This design comes from an exercise in tuning for small area on the open sky130 flow, not from production work.
Only simulation tests tie the RTL to the original design; equivalence was not proved.
Power and IR drop assume default switching activity.

Setup of Q:
// dac_spi_rx
module dac_spi_rx #(
  parameter int SYNC_STAGES = 2,
  parameter int NBITS       = 24,
  parameter int NCH         = 16
) (
  input  logic        clk,
  input  logic        rst,
  input  logic        spi_sync,
  input  logic        spi_sclk,
  input  logic        spi_data,
  input  logic [3:0]  rd_addr,
  output logic [15:0] rd_data,
  output logic        rx_valid,
  output logic [3:0]  rx_comm,
  output logic [3:0]  rx_addr,
  output logic [15:0] rx_data,
  output logic        frame_err,
  output logic        busy
);
==> flow/config.mk <==
export PLATFORM = sky130hd
export DESIGN_NAME = dac_spi_rx
export DESIGN_NICKNAME = dac_spi_rx
export VERILOG_FILES = /design/flow/design.v
export SDC_FILE = /design/flow/constraint.sdc
export NUM_CORES = 4
export LEC_CHECK = 0
export CAP_MARGIN = 20
export CORE_MARGIN = 2
export CORE_UTILIZATION = 40
export GPL_TIMING_DRIVEN = 0
export SLEW_MARGIN = 20
==> flow/constraint.sdc <==
create_clock -name core_clock -period 5.0 [get_ports {clk}]
set_input_delay 1.0000 -clock core_clock [delete_from_list [all_inputs] [get_ports {clk}]]
set_output_delay 1.0000 -clock core_clock [all_outputs]
set_load 0.01 [all_outputs]
standard.sh (not shown) runs the stock make flow with config.mk's settings and CLKGATE_MAP_FILE= SYNTH_SCRIPT=/design/flow/synth_recipe.tcl, a recipe that flattens the netlist after the stock synthesis.
==> flow/flow/run.sh <==
#!/bin/bash
# Own layout flow: the standard synthesis and ORFS steps, with three changes:
#  - port buffers use a small buffer cell instead of the default one,
#  - clock tree synthesis inserts no dummy balancing loads,
#  - after global routing, repair_timing recovers area on paths with positive slack.
set -euo pipefail
cd "$(dirname "$0")/.."
bash standard.sh synth > synth.log 2>&1
bash standard.sh \
  "BUFFER_PORTS_ARGS=-buffer_cell sky130_fd_sc_hd__buf_2" \
  "CTS_ARGS=-sink_clustering_enable -repair_clock_nets -sink_clustering_size 12 -sink_clustering_max_diameter 30 -buf_list sky130_fd_sc_hd__clkbuf_4 -dont_use_dummy_load" \
  "MATCH_CELL_FOOTPRINT=0" \
  finish > layout.log 2>&1
Edits applied to the flow inputs when going from Q to P:
# Q
export LEC_CHECK = 0
export CAP_MARGIN = 20
export CORE_MARGIN = 2
export CORE_UTILIZATION = 40
export GPL_TIMING_DRIVEN = 0
export SLEW_MARGIN = 20
create_clock -name core_clock -period 5.0 [get_ports {clk}]
# P
export LEC_CHECK = 0
export CAP_MARGIN = 20
export CORE_MARGIN = 2
export CORE_UTILIZATION = 40
export CTS_BUF_LIST = sky130_fd_sc_hd__clkbuf_16
export CTS_CLUSTER_DIAMETER = 60
export CTS_CLUSTER_SIZE = 40
export GPL_TIMING_DRIVEN = 0
export SLEW_MARGIN = 20
create_clock -name core_clock -period 5.0 [get_ports {clk}]
==> flow/run.sh (new file) <==
#!/bin/bash
# synth_recipe.tcl (not shown) runs the flow's synth.tcl, then flattens the netlist and writes it again
# the make line also repeats each setting of config.mk as NAME=value (left out here)
make -C /OpenROAD-flow-scripts/flow DESIGN_CONFIG=/design/flow/config.mk WORK_HOME=/design/flow/orfs CLKGATE_MAP_FILE= SYNTH_SCRIPT=/design/flow/synth_recipe.tcl finish
removed: flow/flow/run.sh
removed: flow/standard.sh
## What came out
- Comparing P and Q, the lower relative area of non-clock buffer cells in the final design is on Q.
- Wire length up 0.81% in P wrt Q
- Final standard cell utilization of the core ended up 2.2 points higher on P than on Q.
- In P the share of power burned in combinational logic turned out 0.3 points lower than in Q.
- flop to flop as the worst hold path class was reported by P, and input pin to async pin by Q.

========
== wip/lagoon ==
dac_spi_rx again, from the RTL that the note above started with.
==> flow/config.mk <==
export PLATFORM = sky130hd
export DESIGN_NAME = dac_spi_rx
export DESIGN_NICKNAME = dac_spi_rx
export VERILOG_FILES = /design/flow/design.v
export SDC_FILE = /design/flow/constraint.sdc
export NUM_CORES = 4
export LEC_CHECK = 0
export CAP_MARGIN = 20
export CORE_MARGIN = 2
export CORE_UTILIZATION = 40
export GPL_TIMING_DRIVEN = 0
export SLEW_MARGIN = 20
==> flow/constraint.sdc <==
create_clock -name core_clock -period 5.0 [get_ports {clk}]
set_input_delay 1.0000 -clock core_clock [delete_from_list [all_inputs] [get_ports {clk}]]
set_output_delay 1.0000 -clock core_clock [all_outputs]
set_load 0.01 [all_outputs]
==> flow/flow/run.sh <==
#!/bin/bash
# Own layout flow: the standard synthesis, then the standard ORFS steps with:
#  - port buffers of a plain buffer cell (sky130_fd_sc_hd__buf_2) that the resizer may resize
#    freely (MATCH_CELL_FOOTPRINT=0), instead of a delay-buffer footprint,
#  - clock tree synthesis with small clock buffers and small sink clusters, and no dummy
#    balancing loads.
# Each tool's output goes to synth.log / layout.log in the work folder.
set -euo pipefail
cd "$(dirname "$0")/.."
bash standard.sh synth > synth.log 2>&1
bash standard.sh \
  "BUFFER_PORTS_ARGS=-buffer_cell sky130_fd_sc_hd__buf_2" \
  "CTS_ARGS=-sink_clustering_enable -repair_clock_nets -sink_clustering_size 10 -sink_clustering_max_diameter 30 -buf_list {sky130_fd_sc_hd__clkbuf_4} -dont_use_dummy_load" \
  "MATCH_CELL_FOOTPRINT=0" "REMOVE_ABC_BUFFERS=1" \
  finish > layout.log 2>&1
wip/lagoon: full flow OK, the timing, DRC and antenna checks passed
Inputs modified between wip/lagoon and wip/harbor:
- changing CORE_UTILIZATION from 40 to 60
--- a/flow/flow/run.sh
+++ b/flow/flow/run.sh
@@ -3 +3 @@
-#  - port buffers of a plain buffer cell (sky130_fd_sc_hd__buf_2) that the resizer may resize
+#  - port buffers of a plain buffer cell (sky130_fd_sc_hd__buf_1) that the resizer may resize
@@ -12 +12 @@
-  "BUFFER_PORTS_ARGS=-buffer_cell sky130_fd_sc_hd__buf_2" \
+  "BUFFER_PORTS_ARGS=-buffer_cell sky130_fd_sc_hd__buf_1" \
@@ -14 +14 @@
-  "MATCH_CELL_FOOTPRINT=0" "REMOVE_ABC_BUFFERS=1" \
+  "MATCH_CELL_FOOTPRINT=0" \
[summary]
- The core of wip/harbor is more densely filled than that of wip/lagoon.
- wip/harbor ends up with higher met2 routed wirelength than wip/lagoon does.
- [compare] base=wip/lagoon new=wip/harbor: clock network power share decreased by 0.2 points relative to the old numbers; worst setup timing slack at the placement stage rose by 0.047 ns.
- Run comparison: wip/lagoon worst setup path endpoint rd_data[11]; wip/harbor worst setup path endpoint rd_data[13]

[re-timing with driven ports]
How much do the figures lean on ideal ports? The routed layouts below were timed once more, with nothing changed but the port constraints. Step 1 sets driving cells, clkbuf_16 on the clock port and buf_2 on the other inputs (assumed; they add their load-dependent delay and slew). Step 2 times the ports against the registers' clock, not the clock port: input delays grow and output delays shrink by t, the midpoint of the rising clock arrivals with the driver on. a / b / c = ideal ports / drivers / drivers and shift; a / b = the first two.
run	shift t [ns]	slack for setup (ns)	slew at the worst register clock pin (ns)
Q	0.814	0.139 / 0.117 / 0.117	0.12 / 0.12
P	0.595	0.102 / 0.070 / 0.070	0.11 / 0.11
wip/lagoon	0.780	0.145 / 0.123 / 0.125	0.11 / 0.11
wip/harbor	0.765	0.193 / 0.148 / 0.150	0.11 / 0.11
After both steps setup and hold are still met in every run listed. For wip/harbor, which loses most, drivers alone change the setup slack by -0.045 ns; drivers and shift together by -0.043 ns.
